Source: an optimization exercise on an open RTL-to-GDS flow (aim: small area, a short achievable clock period and few clock cycles per item). Production flows keep margins and buffers that such runs may drop.
In this exercise RTL edits were held to simulation tests only and were not proved equivalent to the original.
Power figures rest on the tool's default switching activity, not on a simulated workload.

File: design.v
package egbr_pkg;
    localparam int BUFFER_WORDS_DEF     = 3;
    localparam int MAX_PREFIX_ZEROS_DEF = 15;
    localparam int QUEUE_DEPTH          = 2;
    localparam int QPTR_W               = $clog2(QUEUE_DEPTH);
    localparam int QCNT_W               = $clog2(QUEUE_DEPTH + 1);
    localparam int MAX_COUNT            = 32;
    localparam logic [2:0] KIND_LOAD = 3'd0;
    localparam logic [2:0] KIND_GET  = 3'd1;
    localparam logic [2:0] KIND_SHOW = 3'd2;
    localparam logic [2:0] KIND_UE   = 3'd3;
    localparam logic [2:0] KIND_SE   = 3'd4;
    localparam logic [1:0] ST_OK    = 2'd0;
    localparam logic [1:0] ST_UNDER = 2'd1;
    localparam logic [1:0] ST_LONG  = 2'd2;
    localparam logic [1:0] ST_FULL  = 2'd3;
    typedef enum logic [2:0] {
        OP_NONE,
        OP_LOAD,
        OP_GET,
        OP_SHOW,
        OP_UE,
        OP_SE
    } t_op;
    typedef struct packed {
        logic [2:0]  kind;
        logic [31:0] stream_word;
        logic [5:0]  bit_count;
    } t_in_word;
    typedef struct packed {
        logic signed [32:0] value;
        logic [1:0]         status;
        logic [6:0]         bits_available;
    } t_out_word;
    typedef struct packed {
        t_op         op;
        logic [31:0] stream_word;
        logic [5:0]  count;
    } t_op_word;
    localparam int OP_WORD_W = 3 + 32 + 6;
    typedef struct packed {
        logic     valid;
        t_op_word entry;
    } t_q_head;
endpackage
module exp_golomb_bit_reader_top
#(
    parameter int BUFFER_WORDS     = egbr_pkg::BUFFER_WORDS_DEF,
    parameter int MAX_PREFIX_ZEROS = egbr_pkg::MAX_PREFIX_ZEROS_DEF
) (
    input  logic      i_clk,
    input  logic      i_rst_n,
    input  logic        i_in_valid,
    input  logic [40:0] i_in_word,     
    output logic        o_in_stall,
    output logic        o_out_valid,
    output logic [41:0] o_out_word,    
    input  logic        i_out_stall
);
    localparam logic [1:0] M_ZERO = 2'd0;
    localparam logic [1:0] M_RAW  = 2'd1;
    localparam logic [1:0] M_UE   = 2'd2;
    localparam logic [1:0] M_SE   = 2'd3;
    logic [31:0] r_w0, r_w1, r_w2;
    logic [2:0]  r_rsel;         
    logic [4:0]  r_ofs;          
    logic [1:0]  r_nw;           
    logic        r_out_valid;
    logic [31:0] r_part;         
    logic [2:0]  r_rsh;          
    logic [1:0]  r_mode;
    logic [1:0]  r_status;
    logic [2:0]  kind;
    logic [31:0] data;
    logic [5:0]  count;
    assign kind  = i_in_word[40:38];
    assign data  = i_in_word[37:6];
    assign count = i_in_word[5] ? 6'd32 : i_in_word[5:0];
    logic is_load, is_get, is_rd, is_ue, is_exp;
    assign is_load = (kind == egbr_pkg::KIND_LOAD);
    assign is_get  = (kind == egbr_pkg::KIND_GET);
    assign is_rd   = (kind == egbr_pkg::KIND_GET) || (kind == egbr_pkg::KIND_SHOW);
    assign is_ue   = (kind == egbr_pkg::KIND_UE);
    assign is_exp  = (kind == egbr_pkg::KIND_UE) || (kind == egbr_pkg::KIND_SE);
    logic stall, take;
    assign stall      = r_out_valid && i_out_stall;
    assign take       = i_in_valid && !stall;
    assign o_in_stall = stall;
    logic [31:0] first, second;
    assign first  = ({32{r_rsel[0]}} & r_w0) | ({32{r_rsel[1]}} & r_w1) | ({32{r_rsel[2]}} & r_w2);
    assign second = ({32{r_rsel[0]}} & r_w1) | ({32{r_rsel[1]}} & r_w2) | ({32{r_rsel[2]}} & r_w0);
    logic [62:0] a0;
    logic [46:0] a1;
    logic [38:0] a2;
    logic [34:0] a3;
    logic [32:0] a4;
    logic [31:0] top32;
    assign a0    = {first, second[31:1]};
    assign a1    = r_ofs[4] ? a0[46:0] : a0[62:16];
    assign a2    = r_ofs[3] ? a1[38:0] : a1[46:8];
    assign a3    = r_ofs[2] ? a2[34:0] : a2[38:4];
    assign a4    = r_ofs[1] ? a3[32:0] : a3[34:2];
    assign top32 = r_ofs[0] ? a4[31:0] : a4[32:1];
    logic [15:0] top16;
    assign top16 = top32[31:16];
    logic [15:0] first_one;
    logic        long_code;
    always_comb begin
        for (int k = 0; k < 16; k++)
            first_one[k] = top16[15-k] && ((top16 & ~(16'hFFFF >> k)) == 16'd0);
    end
    assign long_code = (top16 == 16'd0);
    logic [6:0] exp_pick;
    always_comb begin
        logic [5:0] s;
        exp_pick = '0;
        for (int k = 0; k < 16; k++) begin
            s = {1'b0, r_ofs} + 6'(2*k + 1);
            exp_pick = exp_pick | ({7{first_one[k]}} & {s[5] && (s[4:0] != 5'd0), s[5], s[4:0]});
        end
    end
    logic       exp_over, exp_wrap;
    logic [4:0] exp_ofs;
    assign {exp_over, exp_wrap, exp_ofs} = exp_pick;
    logic [4:0] zeros;
    always_comb begin
        zeros = 5'd16;
        for (int i = 0; i < 16; i++) begin
            if (top16[i]) zeros = 5'(15 - i);
        end
    end
    logic [5:0] sum_rd;
    logic       rd_wrap, rd_over;
    assign sum_rd  = {1'b0, r_ofs} + count;
    assign rd_wrap = sum_rd[5];
    assign rd_over = sum_rd[5] && (sum_rd[4:0] != 5'd0);
    logic held16;
    assign held16 = r_nw[1] || (r_nw[0] && (r_ofs <= 5'd16));
    logic [1:0] status;
    logic [1:0] mode;
    logic       consume;
    logic       wrap;
    logic       load_ok;
    always_comb begin
        status  = egbr_pkg::ST_OK;
        mode    = M_ZERO;
        consume = 1'b0;
        load_ok = 1'b0;
        wrap    = 1'b0;
        if (is_load) begin
            if (r_nw == 2'd3) status = egbr_pkg::ST_FULL;
            else              load_ok = 1'b1;
        end else if (is_rd) begin
            if ((r_nw == 2'd0 && count != 6'd0) || (r_nw == 2'd1 && rd_over)) begin
                status = egbr_pkg::ST_UNDER;
            end else begin
                mode    = (count == 6'd0) ? M_ZERO : M_RAW;
                consume = is_get;
                wrap    = rd_wrap;
            end
        end else if (is_exp) begin
            if (long_code) begin
                status = held16 ? egbr_pkg::ST_LONG : egbr_pkg::ST_UNDER;
            end else if (r_nw == 2'd0 || (r_nw == 2'd1 && exp_over)) begin
                status = egbr_pkg::ST_UNDER;
            end else begin
                mode    = is_ue ? M_UE : M_SE;
                consume = 1'b1;
                wrap    = exp_wrap;
            end
        end
    end
    logic [4:0] ofs_next;
    assign ofs_next = is_exp ? exp_ofs : sum_rd[4:0];
    logic [4:0]  rsh;
    logic [31:0] p1, part;
    assign rsh  = is_exp ? {~zeros[3:0], 1'b1} : 5'(6'd32 - count);
    assign p1   = rsh[4] ? {16'b0, top32[31:16]} : top32;
    assign part = rsh[3] ? {8'b0, p1[31:8]} : p1;
    logic [2:0] wsel;
    always_comb begin
        unique case (r_nw)
            2'd0:    wsel = r_rsel;
            2'd1:    wsel = {r_rsel[1:0], r_rsel[2]};
            default: wsel = {r_rsel[0], r_rsel[2:1]};
        endcase
    end
    always_ff @(posedge i_clk) begin
        if (!i_rst_n) begin
            r_rsel <= 3'b001;
            r_ofs  <= '0;
            r_nw   <= '0;
        end else if (take) begin
            if (consume) r_ofs <= ofs_next;
            if (consume && wrap) r_rsel <= {r_rsel[1:0], r_rsel[2]};
            if (load_ok)               r_nw <= r_nw + 2'd1;
            else if (consume && wrap)  r_nw <= r_nw - 2'd1;
        end
    end
    always_ff @(posedge i_clk) begin
        if (take && load_ok && wsel[0]) r_w0 <= data;
    end
    always_ff @(posedge i_clk) begin
        if (take && load_ok && wsel[1]) r_w1 <= data;
    end
    always_ff @(posedge i_clk) begin
        if (take && load_ok && wsel[2]) r_w2 <= data;
    end
    always_ff @(posedge i_clk) begin
        if (!i_rst_n)    r_out_valid <= 1'b0;
        else if (!stall) r_out_valid <= i_in_valid;
    end
    always_ff @(posedge i_clk) begin
        if (take) begin
            r_part   <= part;
            r_rsh    <= rsh[2:0];
            r_mode   <= mode;
            r_status <= status;
        end
    end
    logic [31:0] q1, q2, code;
    assign q1   = r_rsh[2] ? {4'b0, r_part[31:4]} : r_part;
    assign q2   = r_rsh[1] ? {2'b0, q1[31:2]} : q1;
    assign code = r_rsh[0] ? {1'b0, q2[31:1]} : q2;
    logic [15:0] any_below;
    logic [15:0] any_above0;
    assign any_below[0]  = 1'b0;
    assign any_above0[0] = 1'b0;
    for (genvar i = 1; i < 16; i++) begin : g_or
        egbr_or #(.W(i)) u_below (.i_x(code[i-1:0]), .o_y(any_below[i]));
        egbr_or #(.W(i)) u_above (.i_x(code[i:1]),   .o_y(any_above0[i]));
    end
    logic [32:0] value;
    always_comb begin
        unique case (r_mode)
            M_ZERO:  value = '0;
            M_RAW:   value = {1'b0, code};
            M_UE:    value = {17'b0, code[15:0] ^ ~any_below};
            default: begin
                for (int i = 0; i < 15; i++) value[i] = code[i+1] ^ (code[0] && any_above0[i]);
                value[32:15] = {18{code[0] && any_above0[15]}};
            end
        endcase
    end
    assign o_out_valid = r_out_valid;
    assign o_out_word  = {value, r_status, 7'({r_nw, 5'b0}) - 7'(r_ofs)};
endmodule
module egbr_or #(parameter int W = 1) (
    input  logic [W-1:0] i_x,
    output logic         o_y
);
    assign o_y = |i_x;
endmodule
File: run.sh
#!/bin/bash
# synth_recipe.tcl (not shown) runs the flow's synth.tcl, then flattens the netlist and writes it again
# the make line also repeats each setting of config.mk as NAME=value (left out here)
make -C /OpenROAD-flow-scripts/flow DESIGN_CONFIG=/design/flow/config.mk WORK_HOME=/design/flow/orfs CLKGATE_MAP_FILE= SYNTH_SCRIPT=/design/flow/synth_recipe.tcl finish
File: config.mk
export PLATFORM = sky130hd
export DESIGN_NAME = exp_golomb_bit_reader_top
export DESIGN_NICKNAME = exp_golomb_bit_reader_top
export VERILOG_FILES = /design/flow/design.v
export SDC_FILE = /design/flow/constraint.sdc
export NUM_CORES = 4
export LEC_CHECK = 0
export ABC_AREA = 1
export CAP_MARGIN = 20
export CORE_MARGIN = 2
export CORE_UTILIZATION = 45
export CTS_BUF_LIST = sky130_fd_sc_hd__clkbuf_4 sky130_fd_sc_hd__clkbuf_8
export PLACE_DENSITY = 0.65
export SETUP_SLACK_MARGIN = 1.2
export SLEW_MARGIN = 20
export SYNTH_HIERARCHICAL = 1
export SYNTH_MINIMUM_KEEP_SIZE = 0
File: constraint.sdc
create_clock -name core_clock -period 5.0 [get_ports {i_clk}]
set_input_delay 1.0000 -clock core_clock [delete_from_list [all_inputs] [get_ports {i_clk}]]
set_output_delay 1.0000 -clock core_clock [all_outputs]
set_load 0.01 [all_outputs]
==> results of run 1 <==
==> stage by stage <==
stage | area (µm²) | setup slack (ns) | power [mW] | util [%]
floorplan | 13600 | 1.24 | 2.57 | -
global placement | 14700 | 0.634 | 3.09 | 49.6
detailed placement | 14700 | 0.553 | 3.10 | 49.6
CTS | 15700 | 0.992 | 4.26 | 53.1
global route | 16200 | 0.786 | 4.63 | 54.8
finish | 16200 | 0.937 | 4.38 | 54.8
==> final cells by class <==
cell class	instances	area (µm²)	area share (%)
Clock buffer	17	234	1.44
Clock inverter	15	183	1.13
Inverter	178	714	4.41
Multi-Input combinational cell	1712	8270	51.0
Sequential cell	146	4290	26.5
Tap cell	390	488	3.01
Timing Repair Buffer	204	1980	12.2
Timing Repair inverter	7	52.6	0.324
==> per-layer routing <==
layer  vias to the layer above  share of wire, %
li1                       7349                 -
met1                      6919                42
met2                       730                46
met3                        96               9.5
met4                         2               2.5
met5                         -             0.027
==> repair_timing <==
item	4_1_cts	5_1_grt
gates cloned	8	3
pin swaps	19	8
endpoints found under the hold margin	0	0
gates resized for setup	155	75
setup buffers	39	32
endpoints found under the setup margin	76	82
==> registers in the layout, summed over array words and instances (netlist names) <==
register     flops
r_ofs            5
r_w2            32
r_rsel           3
r_out_valid      1
r_rsh            3
r_part          32
r_w1            32
r_nw             2
r_w0            32
r_mode           2
r_status         2
==> critical path, stage by stage (launching register included) <==
cell	delay (ns)
edfxtp_1	0.38
buf_12	0.14
clkinvlp_4	0.17
buf_4	0.19
o21ai_2	0.13
nand2_1	0.09
nand2_2	0.12
clkinvlp_4	0.14
buf_6	0.16
or2_1	0.22
nor2_1	0.10
nand2_1	0.06
nand2_1	0.09
a21oi_1	0.06
o21ai_0	0.14
nand2_1	0.11
dlygate4sd2_1	0.30
==> power by group <==
part,total [mW],switching [mW],internal (mW)
clock,0.997,0.530,0.466
sequential,1.44,0.0439,1.40
combinational,1.94,1.24,0.694
==> synth_stat cells (7+ instances only) <==
cell type and count:
nand2_1 744, nor2_1 269, nand3_1 243, inv_1 159
o21ai_0 146, edfxtp_1 135, a21oi_1 76, clkbuf_1 40
nand4_1 31, buf_2 24, a31oi_1 18, xor2_1 16
buf_6 15, nand2_2 15, o211ai_1 15, buf_1 14
inv_2 14, nor3_1 14, buf_4 13, ha_1 13
a221o_1 12, dfxtp_1 11, nand3_2 8, nand2_4 7
o21ai_1 7, or2_1 7
==> cell families (layout without fill, tap and decap cells) <==
logic type | after synthesis | count (layout) | share of synthesized area [%]
simple gates | 1375 | 1375 | 43.6
mux | 2 | 2 | 0.148
fa+ha+maj | 14 | 14 | 1.35
buf+inv | 284 | 421 | 9.34
flops | 146 | 146 | 31.7
compound gates | 301 | 302 | 12.7
xor+xnor | 19 | 19 | 1.23
==> worst paths after layout <==
kind | slack [ns] | to | start
max | 0.94 | o_out_word[18] | r_rsh[1]
min reg2reg | 0.49 | r_out_valid | r_out_valid
max reg2reg | 1.43 | r_part[3] | r_rsel[0]
min | 0.49 | r_out_valid | r_out_valid
==> impl_results.md, run 1 <==
* Status: no timing/DRC/antenna violations
* Lkg Pwr at slightly above 7 nW
* GR Layer Usage met2 at 46.5%
* Cells after synthesis at 2,141
* DP Wirelength at 33,000 µm
* Port Buf Inserts at 88
* Vias post-DR at 15.1k
* Fill cell count at 2,959
* Clock slew at reported path FFs at 0.09 ns
* Syn_nets at 2,200
* Pins over their slew limit at 0
* M3 GR Usage at 6.29%
* Final setup viols at 0
* Avg Inst Size Synth at 6.30 µm²
* Yosys Warn Count at 7
* Most used routing layer: met2
* Pre-antenna DRT Iters at 9
* Final worst path period share at between 80% and 90%
* Unrepaired setup endpoints after global routing: yes
* Root Buffer Master: clkbuf_8
* CTS Buffer Depth at 2
* Critical path data required time at 4.00 ns
* Worst hold slack at 0.492 ns
* Cell taking the most area after synthesis: edfxtp_1
* Worst path arrival time at 3.06 ns
* ANT cells at 0
* First-pass GRT wire length at 71,900 µm
* Non-Filler Instances at roughly 2.7k
* Crit start category: register
* Fmax at 246 MHz
* Main synth FF type: edfxtp_1
* Avg WL per Cell at between 15 and 20 µm
* GRT overflow at 0
* Largest net degree at the start of global routing at 57
* Yosys reg bits at 146
* Die area at 31,400 µm²
* Min Tclk post-route at 4.06 ns
* TritonCTS Buffers at 17
* Hold_buf cts at 0
* Ports at 89
* ANT nets after route at 0
* Final Wtd Congestion at 0.979
* Fraction of registers with async set/reset at 0%
* 1st-iter DRT viols at ~1.4k
* Final hold violation count at 0
* Layout cells sized above 1 at 13.6%
* Worst skew pair latency at 0.47 ns
* Max Cap Viol at 0
* Top cell type's share of synthesized area at between 30% and 40%
* Mapped cell area at 13,500 µm²
* Seq/Total Area, Yosys at 31.7%
* Peak supply drop at 0.000165 V
* TNS Setup at 0 ns
* Post-synth EDFFs at 135
* Worst hold path stage count at 2
* PwrDens at 270 nW/µm²
* Worst min path class: reg -> reg
* Slew Limit Headroom at 57.2%
* Die H at 177 µm
* Post-synthesis cell type count at 59
* Final nets at around 2.3k
* Reg2reg path depth at 18
* Vias in the first global route at 13.6k
* DRC viols at 0
* Worst-margin pin slew at 0.639 ns
* Area Overhead vs Synth at 20.1%
* CTS tree: done
* Layout Skew at approximately 0.021 ns
* CTS H-tree depth at 4
* Drt via density at 5.66
* Row count at 63
* CP Capture Type: output pin
* Maximum fanout along the worst path at 7
* Commonest non-fill, non-tap cell in the layout: nand2_1
* Met1 usage at between 30% and 40%
* Core Footprint at 29,600 µm²
* Routed wire length at 47,600 µm
* Sink Count at about 150
* Commonest non-fill, non-tap cells in the layout: 733 x nand2_1, 256 x nor2_1, 239 x nand3_1
* Die X at roughly 180 µm
* WS Path Type: reg -> out
* Placed cells at about 2.6k
* Antenna violations before repair at 1
* Gr usage total at about 29%
* Top cells by area, synth: edfxtp_1 30%, nand2_1 21%, nand3_1 9.0%
* Starting Density at 45.6%
Testbench counts, summed over its fixed seeds: cycles 12,008, items 12,000.
==> run 2: changes to the inputs <==
--- a/design.v
+++ b/design.v
@@ -66,9 +66,11 @@
     logic [4:0]  r_ofs;          
     logic [1:0]  r_nw;           
-    logic        r_out_valid;
+    logic        r_mid_valid;
     logic [31:0] r_part;         
     logic [2:0]  r_rsh;          
     logic [1:0]  r_mode;
     logic [1:0]  r_status;
+    logic        r_out_valid;
+    logic [41:0] r_out;
     logic [2:0]  kind;
     logic [31:0] data;
@@ -84,11 +86,13 @@
     assign is_exp  = (kind == egbr_pkg::KIND_UE) || (kind == egbr_pkg::KIND_SE);
     logic stall, take;
-    assign stall      = r_out_valid && i_out_stall;
+    assign stall      = r_mid_valid && r_out_valid && i_out_stall;
     assign take       = i_in_valid && !stall;
     assign o_in_stall = stall;
-    logic [31:0] first, second;
-    assign first  = ({32{r_rsel[0]}} & r_w0) | ({32{r_rsel[1]}} & r_w1) | ({32{r_rsel[2]}} & r_w2);
-    assign second = ({32{r_rsel[0]}} & r_w1) | ({32{r_rsel[1]}} & r_w2) | ({32{r_rsel[2]}} & r_w0);
-    logic [62:0] a0;
+    logic [5:0]  wsh;            
+    assign wsh = {r_rsel & {3{r_ofs[4]}}, r_rsel & {3{!r_ofs[4]}}};
+    logic [95:0] ring0, ring1, ring2;    
+    assign ring0 = {r_w0, r_w1, r_w2};
+    assign ring1 = {r_w1, r_w2, r_w0};
+    assign ring2 = {r_w2, r_w0, r_w1};
     logic [46:0] a1;
     logic [38:0] a2;
@@ -96,6 +100,7 @@
     logic [32:0] a4;
     logic [31:0] top32;
-    assign a0    = {first, second[31:1]};
-    assign a1    = r_ofs[4] ? a0[46:0] : a0[62:16];
+    assign a1    = ({47{wsh[0]}} & ring0[95:49]) | ({47{wsh[1]}} & ring1[95:49])
+                 | ({47{wsh[2]}} & ring2[95:49]) | ({47{wsh[3]}} & ring0[79:33])
+                 | ({47{wsh[4]}} & ring1[79:33]) | ({47{wsh[5]}} & ring2[79:33]);
     assign a2    = r_ofs[3] ? a1[38:0] : a1[46:8];
     assign a3    = r_ofs[2] ? a2[34:0] : a2[38:4];
@@ -114,13 +119,15 @@
     always_comb begin
         logic [5:0] s;
-        exp_pick = '0;
+        logic       bad;
+        exp_pick = {1'b0, 1'b0, r_ofs} & {7{long_code}};
         for (int k = 0; k < 16; k++) begin
-            s = {1'b0, r_ofs} + 6'(2*k + 1);
-            exp_pick = exp_pick | ({7{first_one[k]}} & {s[5] && (s[4:0] != 5'd0), s[5], s[4:0]});
-        end
-    end
-    logic       exp_over, exp_wrap;
+            s   = {1'b0, r_ofs} + 6'(2*k + 1);
+            bad = (r_nw == 2'd0) || (r_nw == 2'd1 && s[5] && (s[4:0] != 5'd0));
+            exp_pick = exp_pick | ({7{first_one[k]}} & {bad, !bad && s[5], bad ? r_ofs : s[4:0]});
+        end
+    end
+    logic       exp_bad, exp_wrap;
     logic [4:0] exp_ofs;
-    assign {exp_over, exp_wrap, exp_ofs} = exp_pick;
+    assign {exp_bad, exp_wrap, exp_ofs} = exp_pick;
     logic [4:0] zeros;
     always_comb begin
@@ -137,40 +144,42 @@
     logic held16;
     assign held16 = r_nw[1] || (r_nw[0] && (r_ofs <= 5'd16));
+    logic       rd_bad;
+    assign rd_bad = (r_nw == 2'd0 && count != 6'd0) || (r_nw == 2'd1 && rd_over);
     logic [1:0] status;
     logic [1:0] mode;
-    logic       consume;
+    logic       load_ok;
     logic       wrap;
-    logic       load_ok;
-    always_comb begin
-        status  = egbr_pkg::ST_OK;
-        mode    = M_ZERO;
-        consume = 1'b0;
-        load_ok = 1'b0;
-        wrap    = 1'b0;
+    logic [4:0] ofs_next;
+    always_comb begin
+        status   = egbr_pkg::ST_OK;
+        mode     = M_ZERO;
+        load_ok  = 1'b0;
+        wrap     = 1'b0;
+        ofs_next = r_ofs;
         if (is_load) begin
             if (r_nw == 2'd3) status = egbr_pkg::ST_FULL;
             else              load_ok = 1'b1;
         end else if (is_rd) begin
-            if ((r_nw == 2'd0 && count != 6'd0) || (r_nw == 2'd1 && rd_over)) begin
+            if (rd_bad) begin
                 status = egbr_pkg::ST_UNDER;
             end else begin
-                mode    = (count == 6'd0) ? M_ZERO : M_RAW;
-                consume = is_get;
-                wrap    = rd_wrap;
+                mode = (count == 6'd0) ? M_ZERO : M_RAW;
+                if (is_get) begin
+                    wrap     = rd_wrap;
+                    ofs_next = sum_rd[4:0];
+                end
             end
         end else if (is_exp) begin
+            wrap     = exp_wrap;
+            ofs_next = exp_ofs;
             if (long_code) begin
                 status = held16 ? egbr_pkg::ST_LONG : egbr_pkg::ST_UNDER;
-            end else if (r_nw == 2'd0 || (r_nw == 2'd1 && exp_over)) begin
+            end else if (exp_bad) begin
                 status = egbr_pkg::ST_UNDER;
             end else begin
-                mode    = is_ue ? M_UE : M_SE;
-                consume = 1'b1;
-                wrap    = exp_wrap;
+                mode = is_ue ? M_UE : M_SE;
             end
         end
     end
-    logic [4:0] ofs_next;
-    assign ofs_next = is_exp ? exp_ofs : sum_rd[4:0];
     logic [4:0]  rsh;
     logic [31:0] p1, part;
@@ -192,8 +201,8 @@
             r_nw   <= '0;
         end else if (take) begin
-            if (consume) r_ofs <= ofs_next;
-            if (consume && wrap) r_rsel <= {r_rsel[1:0], r_rsel[2]};
-            if (load_ok)               r_nw <= r_nw + 2'd1;
-            else if (consume && wrap)  r_nw <= r_nw - 2'd1;
+            r_ofs <= ofs_next;
+            if (wrap) r_rsel <= {r_rsel[1:0], r_rsel[2]};
+            if (load_ok)    r_nw <= r_nw + 2'd1;
+            else if (wrap)  r_nw <= r_nw - 2'd1;
         end
     end
@@ -208,6 +217,6 @@
     end
     always_ff @(posedge i_clk) begin
-        if (!i_rst_n)    r_out_valid <= 1'b0;
-        else if (!stall) r_out_valid <= i_in_valid;
+        if (!i_rst_n)    r_mid_valid <= 1'b0;
+        else if (!stall) r_mid_valid <= i_in_valid;
     end
     always_ff @(posedge i_clk) begin
@@ -243,6 +252,15 @@
         endcase
     end
+    logic adv;
+    assign adv = !(r_out_valid && i_out_stall);
+    always_ff @(posedge i_clk) begin
+        if (!i_rst_n)  r_out_valid <= 1'b0;
+        else if (adv)  r_out_valid <= r_mid_valid;
+    end
+    always_ff @(posedge i_clk) begin
+        if (adv && r_mid_valid) r_out <= {value, r_status, 7'({r_nw, 5'b0}) - 7'(r_ofs)};
+    end
     assign o_out_valid = r_out_valid;
-    assign o_out_word  = {value, r_status, 7'({r_nw, 5'b0}) - 7'(r_ofs)};
+    assign o_out_word  = r_out;
 endmodule
 module egbr_or #(parameter int W = 1) (
--- a/config.mk
+++ b/config.mk
@@ -10,8 +10,5 @@
 export CORE_MARGIN = 2
 export CORE_UTILIZATION = 45
-export CTS_BUF_LIST = sky130_fd_sc_hd__clkbuf_4 sky130_fd_sc_hd__clkbuf_8
 export PLACE_DENSITY = 0.65
 export SETUP_SLACK_MARGIN = 1.2
 export SLEW_MARGIN = 20
-export SYNTH_HIERARCHICAL = 1
-export SYNTH_MINIMUM_KEEP_SIZE = 0
==> run 2 against run 1 <==
Critical path depth increased by 6; still clean on timing, DRC and antenna; synthesized area increased by 12%; non-clock buffer count decreased by 18.
==> impl_results.md, run 2 <==
* Mapped cell area at 15,200 µm² (was 13,500 µm²)
* Top cells by area, synth: edfxtp_1 35%, nand2_1 17%, nand3_1 13% (was edfxtp_1 30%, nand2_1 21%, nand3_1 9.0%)
* Worst hold path stage count at 0 (was 2)
* Max Cap Viol at 0 (unchanged)
* Worst skew pair latency at 0.47 ns (about the same)
* Register area at 5570 µm² (was 4290 µm²)
* Max stage delay on crit path at 0.44 ns (was 0.38 ns)
* Clock slew at reported path FFs at 0.09 ns (about the same)
* Fraction of registers with async set/reset at 0% (unchanged)
* WS Path Type: reg -> reg (was reg -> out)
* Post-synth EDFFs at 177 (was 135)
* Hold EP: r_out[8] (was r_out_valid)
* Seq/Total Area, Yosys at 36.6% (was 31.7%)
* Reg2reg path depth at 22 (was 18)
* Final worst path period share at 73.4% (was 81.3%)
* R2r endpoint: r_nw[1] (was r_part[3])
* ANT cells at 0 (unchanged)
* TNS Setup at 0 ns (unchanged)
* CTS tree: done (unchanged)
* CTS Buffer Depth at 2 (unchanged)
* Multi-input logic area at 8630 µm² (was 8270 µm²)
* Commonest non-fill, non-tap cells in the layout: 686 x nand2_1, 371 x nand3_1, 230 x nor2_1 (was 733 x nand2_1, 256 x nor2_1, 239 x nand3_1)
* Worst path arrival time at 4.02 ns (was 3.06 ns)
* Top cell type's share of synthesized area at 35.0% (was 30.0%)
* Die area at 35,200 µm² (was 31,400 µm²)
* Hold_buf cts at 0 (unchanged)
* TritonCTS Buffers at 17 (unchanged)
* 1st-iter DRT viols at 1,742 (was 1,439)
* Fmax at 272 MHz (was 246 MHz)
* Fill cell count at 3,305 (was 2,959)
* DRC viols at 0 (unchanged)
* Post-synthesis cell type count at 49 (was 59)
* Most instantiated library cell after synthesis: nand2_1 (unchanged)
* Peak supply drop at 0.000263 V (was 0.000165 V)
* Max reg flops at between 40 and 50
* Main synth FF type: edfxtp_1 (unchanged)
* Status: no timing/DRC/antenna violations (unchanged)
* Row count at 67 (was 63)
* Post-synth top cells: 700 x nand2_1, 386 x nand3_1, 251 x nor2_1 (was 744 x nand2_1, 269 x nor2_1, 243 x nand3_1)
* Worst slack at placement at 0.374 ns (was 0.553 ns)
* Commonest non-fill, non-tap cell in the layout: nand2_1 (unchanged)
* Gr usage total at 30.9% (was 29.3%)
* Port Buf Inserts at 88 (unchanged)
* GRT overflow at 0 (unchanged)
* Critical path cell sequence: buf_8, nor2_4, buf_12, nand2_1, nand2_1, nor2_1, nand2_1, nand2_1, nand3_1, nand3_1, nand2_4, nor2_2, nand2_2, nor3_4, buf_4, nand2_1, o21ai_1, nor2_1, nand3_1, nand2_4, a21oi_1, nor2_1 (was buf_12, clkinvlp_4, buf_4, o21ai_2, nand2_1, nand2_2, clkinvlp_4, buf_6, or2_1, nor2_1, nand2_1, nand2_1, a21oi_1, o21ai_0, nand2_1, dlygate4sd2_1)
* HP Start: r_status[1] (was r_out_valid)
* Vias post-DR at 16.5k (was 15.1k)
* Core Footprint at 33,400 µm² (was 29,600 µm²)
* Maximum fanout along the worst path at 48 (was 7)
* Lkg Pwr at 7.84 nW (was 7.26 nW)
* Vias in the first global route at 15.0k (was 13.6k)
* Layout cells sized above 1 at 10.3% (was 13.6%)
* First-pass GRT wire length at 84,800 µm (was 71,900 µm)
* Root Buffer Master: clkbuf_16 (was clkbuf_8)
* Unrepaired setup endpoints after global routing: yes (unchanged)
* Worst min path class: reg -> reg (unchanged)
* Pins over their slew limit at 0 (unchanged)
* Sink Count at 189 (was 146)
* Slowest cell on the critical path: dfxtp_4 (was edfxtp_1)
* Final setup viols at 0 (unchanged)
* Yosys reg bits at 189 (was 146)
* Cell taking the most area after synthesis: edfxtp_1 (unchanged)
* Slew Limit Headroom at 30.7% (was 57.2%)
* Worst r2r src: r_ofs[4] (was r_rsel[0])
* Cells after synthesis at 2,275 (was 2,141)
* Avg Inst Size Synth at 6.67 µm² (was 6.30 µm²)
* Largest net degree at the start of global routing at 55 (was 57)
* Final nets at 2,431 (was 2,325)
* Crit start category: register (unchanged)
* Final worst slack at 1.33 ns (was 0.937 ns)
* CP Capture Type: register (was output pin)
* Final Wtd Congestion at 1.07 (was 0.979)
* Routed wire length at 55,100 µm (was 47,600 µm)
* Largest Register: r_out
* DP Wirelength at 41,200 µm (was 33,000 µm)
* Avg WL per Cell at 19.5 µm (was 17.9 µm)
* Starting Density at 45.5% (was 45.6%)
* Worst-margin pin slew at 1.04 ns (was 0.639 ns)
* Reg2reg setup slack at 1.33 ns (was 1.43 ns)
* PwrDens at 278 nW/µm² (was 270 nW/µm²)
* Drt via density at 5.84 (was 5.66)
* Yosys Warn Count at 1 (was 7)
* Die X at 188 µm (was 177 µm)
* ANT nets after route at 0 (unchanged)
* Most used cell, CP: nand2_1 (unchanged)
* Critical path data required time at 5.35 ns (was 4.00 ns)
* CTS H-tree depth at 4 (unchanged)
* Area Overhead vs Synth at 18.1% (was 20.1%)
* Syn_nets at 2,339 (was 2,200)
* Min Tclk post-route at 3.67 ns (was 4.06 ns)
* Layout Skew at 0.0217 ns (was 0.0214 ns)
* Pre-antenna DRT Iters at 7 (was 9)
* Antenna violations before repair at 0 (was 1)
* Ports at 89 (unchanged)
* Final hold violation count at 0 (unchanged)
* Die H at 188 µm (was 177 µm)
run 2: logic make-up after synthesis:
| logic type | after synthesis | synth area share, % |
|---|---|---|
| AND/OR/NAND/NOR | 1412 | 39.5 |
| buffers and inverters | 332 | 8.97 |
| AO/OA/AOI/OAI | 293 | 11.5 |
| flip-flops | 189 | 36.6 |
| XOR/XNOR | 29 | 1.67 |
| adder cells (fa/ha/maj) | 19 | 1.62 |
| multiplexers | 1 | 0.0660 |
run 2: critical path, delay by kind of cell, from the launching register on:
kind / cells / cell delay (ns)
AND/OR/NAND/NOR: 17 / 2.03
buffers and inverters: 3 / 0.65
flip-flops: 1 / 0.44
AO/OA/AOI/OAI: 2 / 0.37
run 2: layout make-up:
class,count,share of cell area [%]
flip-flops and latches,189,31.1
repair buffers,186,9.66
multi-input cells,1754,48.2
inverters,216,4.78
repair inverters,3,0.112
clock buffers,18,2.39
clock inverters,14,0.712
well taps,448,3.13
run 2: where the power goes:
group          total, mW  switching, mW  internal [mW]
Clock               1.35          0.692          0.657
Combinational       1.74           1.17          0.563
Sequential          1.91         0.0515           1.85
run 2: per-layer routing:
metal	track usage (%)	part of all wire (%)	vias up
met5	0	0	-
met4	11.8	3.7	0
met3	5.65	9.2	147
met2	49.0	45	895
met1	41.9	42	7639
li1	-	-	7835
run 2: worst max-delay path by stage:
stage / start / end / slack [ns]
2_1_floorplan: i_out_stall / r_w0[0] / 1.02
3_5_place_dp: i_in_word[5] / r_nw[1] / 0.37
6_report: r_ofs[4] / r_nw[1] / 1.33
4_1_cts: i_in_word[5] / r_nw[1] / 1.20
5_1_grt: r_ofs[4] / r_nw[1] / 1.17
3_3_place_gp: i_in_word[5] / r_nw[0] / 0.29
run 2: repair_timing:
item / in CTS / in global routing
gates cloned: 1 / 3
pin swaps: 2 / 10
buffers inserted: 12 / 32
endpoints found under the setup margin: 52 / 65
resized for setup: 30 / 98
run 2: stage by stage:
| step | hold WS, ns | power (mW) | utilization, % | std cells | instance area [µm²] |
|---|---|---|---|---|---|
| finish | 0.431 | 4.99 | 53.7 | 2828 | 17900 |
| global route | 0.441 | 5.24 | 53.7 | 2828 | 17900 |
| CTS | 0.431 | 4.88 | 51.8 | 2793 | 17300 |
| detailed placement | 0.415 | 3.52 | 49.5 | 2748 | 16500 |
| global placement | 0.418 | 3.51 | 49.5 | 2748 | 16500 |
| floorplan | 0.400 | 3.00 | - | 2275 | 15200 |
Testbench counts of run 2, summed over its fixed seeds: cycles 12,016, items 12,000.
==> run 3: changes to the inputs <==
==> flow/run.sh (new file) <==
#!/bin/bash
set -euo pipefail
export BUFFER_PORTS_ARGS="-buffer_cell sky130_fd_sc_hd__buf_2"
bash standard.sh > flow_make.log 2>&1
==> standard.sh (new file) <==
#!/bin/bash
# synth_recipe.tcl (not shown) runs the flow's synth.tcl, then flattens the netlist and writes it again
# the make line also repeats each setting of config.mk as NAME=value (left out here)
make -C /OpenROAD-flow-scripts/flow DESIGN_CONFIG=/design/flow/config.mk WORK_HOME=/design/flow/orfs CLKGATE_MAP_FILE= SYNTH_SCRIPT=/design/flow/synth_recipe.tcl "${@:-finish}"
--- a/config.mk
+++ b/config.mk
@@ -10,4 +10,5 @@
 export CORE_MARGIN = 2
 export CORE_UTILIZATION = 45
+export CTS_BUF_LIST = sky130_fd_sc_hd__clkbuf_4 sky130_fd_sc_hd__clkbuf_8
 export PLACE_DENSITY = 0.65
 export SETUP_SLACK_MARGIN = 1.2
removed: run.sh
==> run 3 against run 2 <==
Worst setup slack worse by 0.071 ns; critical path depth decreased by 4; worst hold slack gained 0.0027 ns; sequential share of layout area rose by 1.2 points; core utilization is 2.0 points lower; maximum frequency shrank 1.9%; register-to-register slack got worse by 0.07 ns; global-route usage is 0.75 points lower; die area unchanged; largest cell class unchanged.
==> impl_results.md, run 3 <==
* Area Overhead vs Synth at 13.8% (was 18.1%)
* CTS tree: done (unchanged)
* Final Wtd Congestion at 0.999 (was 1.07)
* Largest net degree at the start of global routing at 66 (was 55)
* Clock slew at reported path FFs at 0.12 ns (was 0.09 ns)
* Most used cell, CP: nand3_1 (was nand2_1)
* Post-DP Area at 16,100 µm² (was 16,500 µm²)
* Routed wire length at 55,300 µm (was 55,100 µm)
* Ports at 89 (unchanged)
* TNS Setup at 0 ns (unchanged)
* Cell taking the most area after synthesis: edfxtp_1 (unchanged)
* Reg2reg setup slack at 1.26 ns (was 1.33 ns)
* TritonCTS Buffers at 17 (unchanged)
* Max Cap Viol at 0 (unchanged)
* Pins over their slew limit at 0 (unchanged)
* 1st-iter DRT viols at 1,770 (was 1,742)
* DRC viols at 0 (unchanged)
* Top cell type's share of synthesized area at 35.0% (unchanged)
* Slew Limit Headroom at 38.6% (was 30.7%)
* Hold_buf cts at 0 (unchanged)
* Unrepaired setup endpoints after global routing: yes (unchanged)
* Max reg flops at 42 (unchanged)
* Fmax at 267 MHz (was 272 MHz)
* Slowest cell on the critical path: nor2_1 (was dfxtp_4)
* CP Capture Type: register (unchanged)
* Die H at 188 µm (unchanged)
* Max stage delay on crit path at 0.61 ns (was 0.44 ns)
* Die area at 35,200 µm² (unchanged)
* Main synth FF type: edfxtp_1 (unchanged)
* Core Footprint at 33,400 µm² (unchanged)
* Min Tclk post-route at 3.74 ns (was 3.67 ns)
* Lkg Pwr at 7.69 nW (was 7.84 nW)
* Fill cell count at 3,385 (was 3,305)
* Status: no timing/DRC/antenna violations (unchanged)
* Die X at 188 µm (unchanged)
* Post-synth top cells: 700 x nand2_1, 386 x nand3_1, 251 x nor2_1 (unchanged)
* GRT overflow at 0 (unchanged)
* Worst-margin pin slew at 0.921 ns (was 1.04 ns)
* DP Wirelength at 40,000 µm (was 41,200 µm)
* PwrDens at 267 nW/µm² (was 278 nW/µm²)
* Worst path arrival time at 4.00 ns (was 4.02 ns)
* Peak supply drop at 0.000201 V (was 0.000263 V)
* First-pass GRT wire length at 82,500 µm (was 84,800 µm)
* Final worst path period share at 74.8% (was 73.4%)
* Critical path data required time at 5.26 ns (was 5.35 ns)
* Maximum fanout along the worst path at 44 (was 48)
* Final hold violation count at 0 (unchanged)
* Cells after synthesis at 2,275 (unchanged)
* Post-synth EDFFs at 177 (unchanged)
* Commonest non-fill, non-tap cells in the layout: 685 x nand2_1, 370 x nand3_1, 231 x nor2_1 (was 686 x nand2_1, 371 x nand3_1, 230 x nor2_1)
* WS Path Type: reg -> reg (unchanged)
* Final core utilization at 51.7% (was 53.7%)
* Fraction of registers with async set/reset at 0% (unchanged)
* ANT cells at 0 (unchanged)
* Yosys reg bits at 189 (unchanged)
* Root Buffer Master: clkbuf_8 (was clkbuf_16)
* Seq/Total Area, Yosys at 36.6% (unchanged)
* Vias post-DR at 16.5k (about the same)
* Port Buf Inserts at 88 (unchanged)
* Final nets at 2,424 (was 2,431)
* Vias in the first global route at 14.7k (was 15.0k)
* Final setup viols at 0 (unchanged)
* Layout Skew at 0.0232 ns (was 0.0217 ns)
* Avg WL per Cell at 19.6 µm (was 19.5 µm)
* Gr usage total at 30.1% (was 30.9%)
* Pre-antenna DRT Iters at 6 (was 7)
* Largest Register: r_out (unchanged)
* Fin area at 17,300 µm² (was 17,900 µm²)
* Top cells by area, synth: edfxtp_1 35%, nand2_1 17%, nand3_1 13% (unchanged)
* ANT nets after route at 0 (unchanged)
* Syn_nets at 2,339 (unchanged)
* Starting Density at 45.5% (unchanged)
* Worst skew pair latency at 0.53 ns (was 0.47 ns)
* Mapped cell area at 15,200 µm² (unchanged)
* Row count at 67 (unchanged)
* Sink Count at 189 (unchanged)
* CTS Buffer Depth at 2 (unchanged)
* Most instantiated library cell after synthesis: nand2_1 (unchanged)
* Critical path cell sequence: buf_6, nor2_1, nand2_1, nand2_1, inv_2, nand3_1, nand3_1, nand2_2, inv_2, nand2_2, nor2_4, buf_4, nand3_1, nor2_1, nor3_1, nand4_1, nand3_1, nand3_1 (was buf_8, nor2_4, buf_12, nand2_1, nand2_1, nor2_1, nand2_1, nand2_1, nand3_1, nand3_1, nand2_4, nor2_2, nand2_2, nor3_4, buf_4, nand2_1, o21ai_1, nor2_1, nand3_1, nand2_4, a21oi_1, nor2_1)
* Antenna violations before repair at 0 (unchanged)
* Drt via density at 5.86 (was 5.84)
* Post-synthesis cell type count at 49 (unchanged)
* Yosys Warn Count at 1 (unchanged)
* Crit start category: register (unchanged)
* CTS H-tree depth at 4 (unchanged)
* Worst min path class: reg -> reg (unchanged)
* Avg Inst Size Synth at 6.67 µm² (unchanged)
* Commonest non-fill, non-tap cell in the layout: nand2_1 (unchanged)
* Layout cells sized above 1 at 13.5% (was 10.3%)
run 3: cell types whose count changed in the layout (fill, tap and decap cells not counted), moves of 3 or more:
cell and change:
buf_4 -14, o21ai_0 +4, clkbuf_16 -14, clkdlybuf4s50_1 -87, buf_2 +88, nand2_4 -6, clkbuf_8 +18, clkinvlp_4 +4
o21ai_1 -3, nand2_2 +6
run 3: cell families after synthesis:
logic type	Yosys count	share of synthesized area [%]
AND/OR/NAND/NOR	1412	39.5
buffers and inverters	332	8.97
AO/OA/AOI/OAI	293	11.5
flip-flops	189	36.6
XOR/XNOR	29	1.67
adder cells (fa/ha/maj)	19	1.62
multiplexers	1	0.0660
run 3: final cells by class:
type	instances	area (µm²)	area share [%]
inverter	216	853	4.94
clock buffer	17	234	1.36
multi-input combinational	1754	8580	49.7
timing repair buffer	176	1280	7.42
sequential	189	5570	32.2
clock inverter	15	153	0.884
timing repair inverter	6	37.5	0.217
tap	448	561	3.25
run 3: path summary, 6_finish.rpt:
kind,from,endpoint,depth (start not counted)
setup / recovery,r_ofs[2],r_status[0],18
hold / removal,r_status[1],r_out[8],0
setup reg to reg,r_ofs[2],r_status[0],18
hold reg to reg,r_status[1],r_out[8],0
run 3: metal layers:
| metal | global-route usage [%] | up-vias | wire (µm) |
|---|---|---|---|
| met5 | 0 | - | 0 |
| met4 | 11.8 | 0 | 2140 |
| met3 | 5.47 | 151 | 4650 |
| met2 | 48.6 | 862 | 25200 |
| met1 | 40.2 | 7693 | 23300 |
| li1 | - | 7816 | - |
run 3: stage by stage:
stage | total power [mW] | worst slack, ns | cells | hold WS, ns
floorplan | 3.00 | 1.02 | 2275 | 0.400
global placement | 3.47 | 0.728 | 2747 | 0.421
detailed placement | 3.47 | 0.693 | 2747 | 0.417
CTS | 4.53 | 1.20 | 2795 | 0.439
global route | 4.86 | 1.09 | 2821 | 0.445
finish | 4.61 | 1.26 | 2821 | 0.434
run 3: what timing repair did:
action	CTS	global route
setup buffers	13	19
resized for setup	29	91
setup endpoints to repair	69	64
cloned	3	7
pin swaps	5	7
run 3: worst max-delay path: cells and delay by family (launching register included):
family | cells | cell delay (ns)
and+or+nand+nor | 14 | 2.57
buffers and inverters | 4 | 0.50
DFF | 1 | 0.37
run 3: power by group:
group	leakage [nW]	internal (mW)	switching, mW
clock	0.199	0.411	0.615
combinational	5.72	0.506	1.18
sequential	1.76	1.85	0.0470
total	7.69	2.77	1.84
==> run 4: changes to the inputs <==
--- a/design.v
+++ b/design.v
@@ -89,10 +89,8 @@
     assign take       = i_in_valid && !stall;
     assign o_in_stall = stall;
-    logic [5:0]  wsh;            
-    assign wsh = {r_rsel & {3{r_ofs[4]}}, r_rsel & {3{!r_ofs[4]}}};
-    logic [95:0] ring0, ring1, ring2;    
-    assign ring0 = {r_w0, r_w1, r_w2};
-    assign ring1 = {r_w1, r_w2, r_w0};
-    assign ring2 = {r_w2, r_w0, r_w1};
+    logic [31:0] first, second;
+    assign first  = ({32{r_rsel[0]}} & r_w0) | ({32{r_rsel[1]}} & r_w1) | ({32{r_rsel[2]}} & r_w2);
+    assign second = ({32{r_rsel[0]}} & r_w1) | ({32{r_rsel[1]}} & r_w2) | ({32{r_rsel[2]}} & r_w0);
+    logic [62:0] a0;
     logic [46:0] a1;
     logic [38:0] a2;
@@ -100,7 +98,6 @@
     logic [32:0] a4;
     logic [31:0] top32;
-    assign a1    = ({47{wsh[0]}} & ring0[95:49]) | ({47{wsh[1]}} & ring1[95:49])
-                 | ({47{wsh[2]}} & ring2[95:49]) | ({47{wsh[3]}} & ring0[79:33])
-                 | ({47{wsh[4]}} & ring1[79:33]) | ({47{wsh[5]}} & ring2[79:33]);
+    assign a0    = {first, second[31:1]};
+    assign a1    = r_ofs[4] ? a0[46:0] : a0[62:16];
     assign a2    = r_ofs[3] ? a1[38:0] : a1[46:8];
     assign a3    = r_ofs[2] ? a2[34:0] : a2[38:4];
@@ -119,15 +116,15 @@
     always_comb begin
         logic [5:0] s;
-        logic       bad;
-        exp_pick = {1'b0, 1'b0, r_ofs} & {7{long_code}};
+        logic       ok;
+        exp_pick = '0;
         for (int k = 0; k < 16; k++) begin
-            s   = {1'b0, r_ofs} + 6'(2*k + 1);
-            bad = (r_nw == 2'd0) || (r_nw == 2'd1 && s[5] && (s[4:0] != 5'd0));
-            exp_pick = exp_pick | ({7{first_one[k]}} & {bad, !bad && s[5], bad ? r_ofs : s[4:0]});
-        end
-    end
-    logic       exp_bad, exp_wrap;
+            s  = {1'b0, r_ofs} + 6'(2*k + 1);
+            ok = (r_nw != 2'd0) && !(r_nw == 2'd1 && s[5] && (s[4:0] != 5'd0));
+            exp_pick = exp_pick | ({7{first_one[k]}} & {ok, ok && s[5], s[4:0]});
+        end
+    end
+    logic       exp_ok, exp_wrap;
     logic [4:0] exp_ofs;
-    assign {exp_bad, exp_wrap, exp_ofs} = exp_pick;
+    assign {exp_ok, exp_wrap, exp_ofs} = exp_pick;
     logic [4:0] zeros;
     always_comb begin
@@ -144,42 +141,31 @@
     logic held16;
     assign held16 = r_nw[1] || (r_nw[0] && (r_ofs <= 5'd16));
-    logic       rd_bad;
-    assign rd_bad = (r_nw == 2'd0 && count != 6'd0) || (r_nw == 2'd1 && rd_over);
+    logic rd_ok;
+    assign rd_ok = !((r_nw == 2'd0 && count != 6'd0) || (r_nw == 2'd1 && rd_over));
     logic [1:0] status;
     logic [1:0] mode;
     logic       load_ok;
     logic       wrap;
-    logic [4:0] ofs_next;
-    always_comb begin
-        status   = egbr_pkg::ST_OK;
-        mode     = M_ZERO;
-        load_ok  = 1'b0;
-        wrap     = 1'b0;
-        ofs_next = r_ofs;
+    logic       consume;
+    always_comb begin
+        status  = egbr_pkg::ST_OK;
+        mode    = M_ZERO;
+        load_ok = 1'b0;
         if (is_load) begin
             if (r_nw == 2'd3) status = egbr_pkg::ST_FULL;
             else              load_ok = 1'b1;
         end else if (is_rd) begin
-            if (rd_bad) begin
-                status = egbr_pkg::ST_UNDER;
-            end else begin
-                mode = (count == 6'd0) ? M_ZERO : M_RAW;
-                if (is_get) begin
-                    wrap     = rd_wrap;
-                    ofs_next = sum_rd[4:0];
-                end
-            end
+            if (!rd_ok) status = egbr_pkg::ST_UNDER;
+            else        mode   = (count == 6'd0) ? M_ZERO : M_RAW;
         end else if (is_exp) begin
-            wrap     = exp_wrap;
-            ofs_next = exp_ofs;
-            if (long_code) begin
-                status = held16 ? egbr_pkg::ST_LONG : egbr_pkg::ST_UNDER;
-            end else if (exp_bad) begin
-                status = egbr_pkg::ST_UNDER;
-            end else begin
-                mode = is_ue ? M_UE : M_SE;
-            end
-        end
-    end
+            if (long_code)    status = held16 ? egbr_pkg::ST_LONG : egbr_pkg::ST_UNDER;
+            else if (!exp_ok) status = egbr_pkg::ST_UNDER;
+            else              mode   = is_ue ? M_UE : M_SE;
+        end
+    end
+    assign consume = is_exp ? exp_ok : (is_get && rd_ok);
+    assign wrap    = is_exp ? exp_wrap : (is_get && rd_ok && rd_wrap);
+    logic [4:0] ofs_next;
+    assign ofs_next = is_exp ? exp_ofs : sum_rd[4:0];
     logic [4:0]  rsh;
     logic [31:0] p1, part;
@@ -201,5 +187,5 @@
             r_nw   <= '0;
         end else if (take) begin
-            r_ofs <= ofs_next;
+            if (consume) r_ofs <= ofs_next;
             if (wrap) r_rsel <= {r_rsel[1:0], r_rsel[2]};
             if (load_ok)    r_nw <= r_nw + 2'd1;
@@ -232,11 +218,7 @@
     assign q2   = r_rsh[1] ? {2'b0, q1[31:2]} : q1;
     assign code = r_rsh[0] ? {1'b0, q2[31:1]} : q2;
-    logic [15:0] any_below;
-    logic [15:0] any_above0;
-    assign any_below[0]  = 1'b0;
-    assign any_above0[0] = 1'b0;
-    for (genvar i = 1; i < 16; i++) begin : g_or
-        egbr_or #(.W(i)) u_below (.i_x(code[i-1:0]), .o_y(any_below[i]));
-        egbr_or #(.W(i)) u_above (.i_x(code[i:1]),   .o_y(any_above0[i]));
+    logic [15:0] any_below;      
+    always_comb begin
+        for (int i = 0; i < 16; i++) any_below[i] = |(code[15:0] & 16'((32'd1 << i) - 32'd1));
     end
     logic [32:0] value;
@@ -247,6 +229,7 @@
             M_UE:    value = {17'b0, code[15:0] ^ ~any_below};
             default: begin
-                for (int i = 0; i < 15; i++) value[i] = code[i+1] ^ (code[0] && any_above0[i]);
-                value[32:15] = {18{code[0] && any_above0[15]}};
+                for (int i = 0; i < 15; i++)
+                    value[i] = code[i+1] ^ (code[0] && ((code[15:0] & 16'((32'd2 << i) - 32'd2)) != '0));
+                value[32:15] = {18{code[0] && (code[15:1] != 15'd0)}};
             end
         endcase
@@ -264,8 +247,2 @@
     assign o_out_word  = r_out;
 endmodule
-module egbr_or #(parameter int W = 1) (
-    input  logic [W-1:0] i_x,
-    output logic         o_y
-);
-    assign o_y = |i_x;
-endmodule
--- a/config.mk
+++ b/config.mk
@@ -10,6 +10,6 @@
 export CORE_MARGIN = 2
 export CORE_UTILIZATION = 45
-export CTS_BUF_LIST = sky130_fd_sc_hd__clkbuf_4 sky130_fd_sc_hd__clkbuf_8
+export CTS_BUF_LIST = sky130_fd_sc_hd__clkbuf_8
 export PLACE_DENSITY = 0.65
-export SETUP_SLACK_MARGIN = 1.2
+export SETUP_SLACK_MARGIN = 1.5
 export SLEW_MARGIN = 20
==> run 4 against run 3 <==
Still clean; worst setup slack gained 0.36 ns; worst hold slack improved by 0.017 ns; die area shrank 6.5%; core utilization fell by 1.1 points; register-to-register slack improved by 0.36 ns; clock skew shrank 0.0062 ns; synthesized area decreased by 6.7%; synthesized cell count fell by 13%; critical path type unchanged; highest routed layer unchanged.
==> impl_results.md, run 4 <==
* Status: no timing/DRC/antenna violations (unchanged)
* Die area at 32,900 µm² (was 35,200 µm²)
* DRC viols at 0 (unchanged)
* Final setup viols at 0 (unchanged)
* Post-synth top cells: 673 x nand2_1, 257 x nand3_1, 177 x edfxtp_1 (was 700 x nand2_1, 386 x nand3_1, 251 x nor2_1)
* Fraction of registers with async set/reset at 0% (unchanged)
* Yosys reg bits at 189 (unchanged)
* Switching Fraction at 39.1% (was 39.9%)
* Layout cells sized above 1 at 13.5% (about the same)
* Main synth FF type: edfxtp_1 (unchanged)
* Avg Inst Size Synth at 7.18 µm² (was 6.67 µm²)
* ANT cells at 0 (unchanged)
* Crit start category: register (unchanged)
* Seq/Total Area, Yosys at 39.3% (was 36.6%)
* Cells after synthesis at 1,972 (was 2,275)
* ANT nets after route at 0 (unchanged)
* Antenna violations before repair at 0 (unchanged)
* Unrepaired setup endpoints after global routing: yes (unchanged)
* Post-synth EDFFs at 177 (unchanged)
* Cell taking the most area after synthesis: edfxtp_1 (unchanged)
* Commonest non-fill, non-tap cell in the layout: nand2_1 (unchanged)
* Die H at 181 µm (was 188 µm)
* Worst min path class: reg -> reg (unchanged)
* Row count at 64 (was 67)
* Top cell type's share of synthesized area at 37.6% (was 35.0%)
* Max stage delay on crit path at 0.42 ns (was 0.61 ns)
* CP bufs+invs at 2 (was 4)
* Vias in the first global route at 12.8k (was 14.7k)
* Root Buffer Master: clkbuf_8 (unchanged)
* Maximum fanout along the worst path at 26 (was 44)
* 1st-iter DRT viols at 1,353 (was 1,770)
* CP delay by family, top: simple AND/OR/NAND/NOR gates (unchanged)
* Final hold violation count at 0 (unchanged)
* Gr usage total at 26.1% (was 30.1%)
* PwrDens at 297 nW/µm² (was 267 nW/µm²)
* Largest Register: r_out (unchanged)
* Critical path data required time at 5.41 ns (was 5.26 ns)
* Top cells by area, synth: edfxtp_1 38%, nand2_1 18%, nand3_1 9.1% (was edfxtp_1 35%, nand2_1 17%, nand3_1 13%)
* Commonest non-fill, non-tap cells in the layout: 672 x nand2_1, 252 x nand3_1, 177 x edfxtp_1 (was 685 x nand2_1, 370 x nand3_1, 231 x nor2_1)
* Min Tclk post-route at 3.38 ns (was 3.74 ns)
* DP Wirelength at 31,900 µm (was 40,000 µm)
* Area Overhead vs Synth at 10.1% (was 13.8%)
* Layout Skew at 0.0170 ns (was 0.0232 ns)
* Pins over their slew limit at 0 (unchanged)
* Ports at 89 (unchanged)
* Yosys Warn Count at 1 (unchanged)
* TNS Setup at 0 ns (unchanged)
* Slew Limit Headroom at 41.2% (was 38.6%)
* Worst hold slack at 0.451 ns (was 0.434 ns)
* Syn_nets at 2,036 (was 2,339)
* Most used cell, CP: nand2_1 (was nand3_1)
* Peak supply drop at 0.000179 V (was 0.000201 V)
* Lkg Pwr at 6.70 nW (was 7.69 nW)
* Worst path arrival time at 3.79 ns (was 4.00 ns)
* Clock power share at 22.5% (was 22.2%)
* Clock slew at reported path FFs at 0.11 ns (was 0.12 ns)
* TritonCTS Buffers at 17 (unchanged)
* NetSw at 1.81 mW (was 1.84 mW)
* Fmax at 296 MHz (was 267 MHz)
* Die X at 181 µm (was 188 µm)
* Starting Density at 46.0% (was 45.5%)
* Drt via density at 5.73 (was 5.86)
* Worst skew pair latency at 0.51 ns (was 0.53 ns)
* CTS H-tree depth at 4 (unchanged)
* Mapped cell area at 14,200 µm² (was 15,200 µm²)
* Flop pwr share at 41.2% (about the same)
* Core Footprint at 30,700 µm² (was 33,400 µm²)
* Slowest cell on the critical path: dfxtp_4 (was nor2_1)
* Post-DP Area at 14,800 µm² (was 16,100 µm²)
* Fill cell count at 3,127 (was 3,385)
* Final core utilization at 50.7% (was 51.7%)
* Final nets at 2,085 (was 2,424)
* WS Path Type: reg -> reg (unchanged)
* GRT overflow at 0 (unchanged)
* CTS Buffer Depth at 2 (unchanged)
* Hold_buf cts at 0 (unchanged)
* Largest net degree at the start of global routing at 69 (was 66)
* Max reg flops at 42 (unchanged)
* Fin area at 15,600 µm² (was 17,300 µm²)
* Max Cap Viol at 0 (unchanged)
* Routed wire length at 44,300 µm (was 55,300 µm)
* Critical path cell sequence: buf_16, nand2_1, nand3_1, nand2_1, nand2_1, nand2_1, nand3_1, nand3_1, nand3_1, nand2_2, nand2_1, inv_2, nand2_1, nor2_2, nand3_1, o21ai_0, nor2_1, nand3_1, nand2_1, nand3_1, nand2_1, nor2_1 (was buf_6, nor2_1, nand2_1, nand2_1, inv_2, nand3_1, nand3_1, nand2_2, inv_2, nand2_2, nor2_4, buf_4, nand3_1, nor2_1, nor3_1, nand4_1, nand3_1, nand3_1)
* Sink Count at 189 (unchanged)
* First-pass GRT wire length at 67,400 µm (was 82,500 µm)
* Pre-antenna DRT Iters at 6 (unchanged)
* CP Capture Type: register (unchanged)
* Avg WL per Cell at 18.2 µm (was 19.6 µm)
* Most instantiated library cell after synthesis: nand2_1 (unchanged)
* Vias post-DR at 13.9k (was 16.5k)
* Final Wtd Congestion at 0.979 (was 0.999)
* Worst-margin pin slew at 0.879 ns (was 0.921 ns)
* Part of the power in combinational logic at 36.3% (was 36.5%)
* Post-synthesis cell type count at 56 (was 49)
* Port Buf Inserts at 88 (unchanged)
* Cell-internal power at 2.82 mW (was 2.77 mW)
* CTS tree: done (unchanged)
* Final worst path period share at 67.6% (was 74.8%)
[run 4: cell types whose count changed after synthesis, sizes merged, moves of 5 or more]
cell and change:
a21oi +7, a221oi -10, a31oi +5, clkbuf -10, clkinv -10, inv -56
nand2 -11, nand3 -119, nor2 -81, o2111ai -5, o21ai -15, xor2 -6
[run 4: area by class of cell]
| type | count | area [µm²] | area share [%] |
|---|---|---|---|
| multi-input combinational | 1529 | 7560 | 48.5 |
| clock inverter | 14 | 163 | 1.04 |
| clock buffer | 17 | 234 | 1.50 |
| timing repair buffer | 133 | 948 | 6.09 |
| tap | 396 | 495 | 3.18 |
| timing repair inverter | 1 | 7.51 | 0.0482 |
| sequential | 189 | 5570 | 35.7 |
| inverter | 150 | 601 | 3.85 |
[run 4: per-stage QoR]
| step | power (mW) | worst slack [ns] | cells |
|---|---|---|---|
| 2_1_floorplan | 3.13 | 1.56 | 1972 |
| 3_3_place_gp | 3.52 | 1.18 | 2378 |
| 3_5_place_dp | 3.53 | 1.11 | 2378 |
| 4_1_cts | 4.58 | 1.53 | 2411 |
| 5_1_grt | 4.92 | 1.48 | 2429 |
| 6_report | 4.63 | 1.62 | 2429 |
[run 4: cells by family (layout without fill, tap and decap cells)]
group / after synthesis / count (layout) / share of synthesized area [%]
mux: 2 / 2 / 0.141
xor+xnor: 22 / 22 / 1.36
compound gates: 285 / 285 / 12.0
fa+ha+maj: 19 / 19 / 1.73
simple gates: 1201 / 1201 / 37.0
buf+inv: 254 / 315 / 8.45
flops: 189 / 189 / 39.3
[run 4: power groups by stage]
stage / combinational [mW] / sequential [mW] / clock (mW)
after floorplan: 1.19 / 1.94 / 0
after global placement: 1.58 / 1.94 / 0
after detailed placement: 1.59 / 1.94 / 0
after CTS: 1.61 / 1.90 / 1.07
after global routing: 1.87 / 1.92 / 1.13
final: 1.68 / 1.91 / 1.04
[run 4: repair_timing]
action,CTS,global route
gates resized for setup,13,37
cloned,1,5
pin swaps,0,1
setup buffers,1,13
setup endpoints to repair,44,39
hold endpoints to repair,0,0
[run 4: final timing paths]
| path | from | end | slack [ns] | cells after the start |
|---|---|---|---|---|
| setup / recovery | r_rsel[1] | r_ofs[4] | 1.62 | 22 |
| hold / removal | r_status[1] | r_out[8] | 0.45 | 0 |
| hold reg to reg | r_status[1] | r_out[8] | 0.45 | 0 |
| setup reg to reg | r_rsel[1] | r_ofs[4] | 1.62 | 22 |
[run 4: layer usage]
metal	vias to the layer above	wire length, µm	track usage [%]
met5	-	0	0
met4	0	1340	9.20
met3	83	3290	3.93
met2	566	20500	43.4
met1	6527	19200	34.6
li1	6751	-	-
Testbench counts of run 4, summed over its fixed seeds: cycles 12,016, items 12,000.
==> run 5: changes to the inputs <==
--- a/config.mk
+++ b/config.mk
@@ -14,2 +14,3 @@
 export SETUP_SLACK_MARGIN = 1.5
 export SLEW_MARGIN = 20
+export TNS_END_PERCENT = 20
==> run 5 against run 4 <==
Still clean; maximum frequency decreased by 2.3%; global-route usage decreased by 0.32 points; clock skew increased by 0.0026 ns; count of clock-buffer cells in the layout unchanged; non-clock buffer count decreased by 2; combinational power about the same; critical path depth decreased by 8; clock power decreased by 4%; first-iteration DRC count increased by 14%; flip-flop and latch count unchanged; die area unchanged; via count decreased by 0.33%.
==> impl_results.md, run 5 <==
* Fill cell count at 3,112 (was 3,127)
* Top cells by area, synth: edfxtp_1 38%, nand2_1 18%, nand3_1 9.1% (unchanged)
* Final Wtd Congestion at 1.01 (was 0.979)
* Fin area at 15,400 µm² (was 15,600 µm²)
* Placed cells at 2,379 (was 2,378)
* Most instantiated library cell after synthesis: nand2_1 (unchanged)
* Peak supply drop at 0.000204 V (was 0.000179 V)
* Yosys reg bits at 189 (unchanged)
* Die area at 32,900 µm² (unchanged)
* Slew Limit Headroom at 41.9% (was 41.2%)
* TNS Setup at 0 ns (unchanged)
* PwrDens at 296 nW/µm² (was 297 nW/µm²)
* Cell taking the most area after synthesis: edfxtp_1 (unchanged)
* Yosys Warn Count at 1 (unchanged)
* Largest net degree at the start of global routing at 58 (was 69)
* Critical path data required time at 5.33 ns (was 5.41 ns)
* CP Capture Type: register (unchanged)
* Commonest non-fill, non-tap cell in the layout: nand2_1 (unchanged)
* DP Wirelength at 31,400 µm (was 31,900 µm)
* Commonest non-fill, non-tap cells in the layout: 671 x nand2_1, 257 x nand3_1, 177 x edfxtp_1 (was 672 x nand2_1, 252 x nand3_1, 177 x edfxtp_1)
* Mapped cell area at 14,200 µm² (unchanged)
* Max reg flops at 42 (unchanged)
* Ports at 89 (unchanged)
* Max Cap Viol at 0 (unchanged)
* Gr usage total at 25.7% (was 26.1%)
* Avg WL per Cell at 17.6 µm (was 18.2 µm)
* Worst-margin pin slew at 0.869 ns (was 0.879 ns)
* Post-synthesis cell type count at 56 (unchanged)
* Sink Count at 189 (unchanged)
* Worst min path class: reg -> reg (unchanged)
* Final worst slack at 1.54 ns (was 1.62 ns)
* Status: no timing/DRC/antenna violations (unchanged)
* CTS tree: done (unchanged)
* Flop pwr share at 41.8% (was 41.2%)
* Vias post-DR at 13.9k (about the same)
* Min Tclk post-route at 3.46 ns (was 3.38 ns)
* First-pass GRT wire length at 67,000 µm (was 67,400 µm)
* Fraction of registers with async set/reset at 0% (unchanged)
* Syn_nets at 2,036 (unchanged)
* Hold_buf cts at 0 (unchanged)
* GRT overflow at 0 (unchanged)
* Maximum fanout along the worst path at 29 (was 26)
* Non-Filler Instances at 2,428 (was 2,429)
* Pre-antenna DRT Iters at 8 (was 6)
* Final setup viols at 0 (unchanged)
* Clock slew at reported path FFs at 0.11 ns (about the same)
* Pins over their slew limit at 0 (unchanged)
* Vias in the first global route at 12.8k (about the same)
* Final nets at 2,083 (was 2,085)
* Post-synth top cells: 673 x nand2_1, 257 x nand3_1, 177 x edfxtp_1 (unchanged)
* TritonCTS Buffers at 17 (unchanged)
* Final worst path period share at 69.2% (was 67.6%)
* Starting Density at 46.0% (unchanged)
* Core Footprint at 30,700 µm² (unchanged)
* Cells after synthesis at 1,972 (unchanged)
* Crit start category: register (unchanged)
* Worst path arrival time at 3.79 ns (about the same)
* Row count at 64 (unchanged)
* Part of the power in combinational logic at 36.2% (was 36.3%)
* 1st-iter DRT viols at 1,538 (was 1,353)
* Lkg Pwr at 6.62 nW (was 6.70 nW)
* Root Buffer Master: clkbuf_8 (unchanged)
* WS Path Type: reg -> reg (unchanged)
* Post-synth EDFFs at 177 (unchanged)
* Worst skew pair latency at 0.52 ns (was 0.51 ns)
* Top cell type's share of synthesized area at 37.6% (unchanged)
* CTS Buffer Depth at 2 (unchanged)
* Unrepaired setup endpoints after global routing: yes (unchanged)
* ANT nets after route at 0 (unchanged)
* Die X at 181 µm (unchanged)
* Drt via density at 5.72 (was 5.73)
* Routed wire length at 42,600 µm (was 44,300 µm)
* Worst slack at placement at 1.00 ns (was 1.11 ns)
* Avg Inst Size Synth at 7.18 µm² (unchanged)
* Die H at 181 µm (unchanged)
* Antenna violations before repair at 0 (unchanged)
* NetSw at 1.84 mW (was 1.81 mW)
* Main synth FF type: edfxtp_1 (unchanged)
* Port Buf Inserts at 88 (unchanged)
* Final hold violation count at 0 (unchanged)
* Fmax at 289 MHz (was 296 MHz)
* Largest Register: r_out (unchanged)
* ANT cells at 0 (unchanged)
* Cell-internal power at 2.73 mW (was 2.82 mW)
* Switching Fraction at 40.3% (was 39.1%)
* DRC viols at 0 (unchanged)
* Layout Skew at 0.0195 ns (was 0.0170 ns)
* Clock power share at 22.0% (was 22.5%)
* Post-DP Area at 14,700 µm² (was 14,800 µm²)
* Area Overhead vs Synth at 9.06% (was 10.1%)
* Seq/Total Area, Yosys at 39.3% (unchanged)
* Layout cells sized above 1 at 13.1% (was 13.5%)
* CTS H-tree depth at 4 (unchanged)
run 5: what timing repair did:
item                       4_1_cts  5_1_grt
setup endpoints to repair       53       47
setup buffers                    1       14
pin swaps                        0        4
gates resized for setup         12       30
gates cloned                     1        1
run 5: kinds of logic after synthesis:
group,synth area share [%]
buffers and inverters,8.45
adder cells (fa/ha/maj),1.73
AND/OR/NAND/NOR,37.0
XOR/XNOR,1.36
AO/OA/AOI/OAI,12.0
multiplexers,0.141
flip-flops,39.3
run 5: critical path, cell delays in order, from the launching register on:
cell,delay [ns]
dfxtp_2,0.51
buf_12,0.23
nand4_1,0.25
nand3_1,0.17
nand3_1,0.10
nand3_1,0.17
nand3_1,0.10
nand2_2,0.14
nand2_1,0.11
inv_2,0.11
nand2_1,0.10
nor4_2,0.40
nand3_1,0.27
and3_1,0.31
o21ai_1,0.26
run 5: path summary, 6_finish.rpt:
kind / start / end / slack (ns) / depth (start not counted)
setup / recovery: r_ofs[4] / r_mode[0] / 1.54 / 14
hold / removal: r_status[0] / r_out[7] / 0.44 / 0
setup reg to reg: r_ofs[4] / r_mode[0] / 1.54 / 14
hold reg to reg: r_status[0] / r_out[7] / 0.44 / 0
run 5: per-layer routing:
| layer | vias up | track usage [%] | wire [µm] |
|---|---|---|---|
| li1 | 6760 | - | - |
| met2 | 578 | 43.0 | 20200 |
| met1 | 6470 | 33.9 | 18300 |
| met3 | 73 | 4.45 | 3080 |
| met4 | 0 | 8.42 | 1080 |
| met5 | - | 0 | 0 |
run 5: area by class of cell:
cell class | instances | area (µm²) | area share, %
clock buffers | 17 | 234 | 1.52
multi-input cells | 1529 | 7530 | 48.8
repair buffers | 131 | 843 | 5.46
repair inverters | 1 | 7.51 | 0.0486
well taps | 396 | 495 | 3.21
flip-flops and latches | 189 | 5570 | 36.1
clock inverters | 15 | 158 | 1.02
inverters | 150 | 596 | 3.86
run 5: through the flow:
stage | hold slack, ns | total power, mW | util, %
after floorplan | 0.400 | 3.13 | -
after global placement | 0.403 | 3.50 | 47.9
after detailed placement | 0.415 | 3.52 | 47.9
after CTS | 0.442 | 4.53 | 49.4
after global routing | 0.452 | 4.86 | 50.2
final | 0.438 | 4.57 | 50.2
run 5: power by group through the flow:
stage / logic, mW / registers [mW] / clock network [mW]
final: 1.66 / 1.91 / 1.00
after floorplan: 1.19 / 1.94 / 0
after detailed placement: 1.57 / 1.95 / 0
after global routing: 1.85 / 1.92 / 1.09
after global placement: 1.56 / 1.95 / 0
after CTS: 1.58 / 1.91 / 1.03

-- separate check: timing with driven ports --
In the flow no input, the clock included, has a driving cell. The finished layouts below were timed again as built, in two steps.
Step 1 assumes that a clkbuf_16 drives the clock port and a buf_2 every other input.
Step 2, shift: input delay + t, output delay - t, t = (earliest + latest rising clock arrival at the registers) / 2. This alone moves slack from input paths to output paths.
a / b / c = no drivers / after step 1 / after step 2; a / b = the first two.
| run | t, ns | setup slack, ns |
|---|---|---|
| run 1 | 0.506 | 0.937 / 0.888 / 0.972 |
| run 2 | 0.516 | 1.329 / 1.329 / 0.952 |
| run 3 | 0.570 | 1.258 / 1.258 / 1.157 |
| run 4 | 0.548 | 1.622 / 1.622 / 1.247 |
| run 5 | 0.556 | 1.541 / 1.541 / 1.220 |
After both steps every run listed still meets setup and hold.
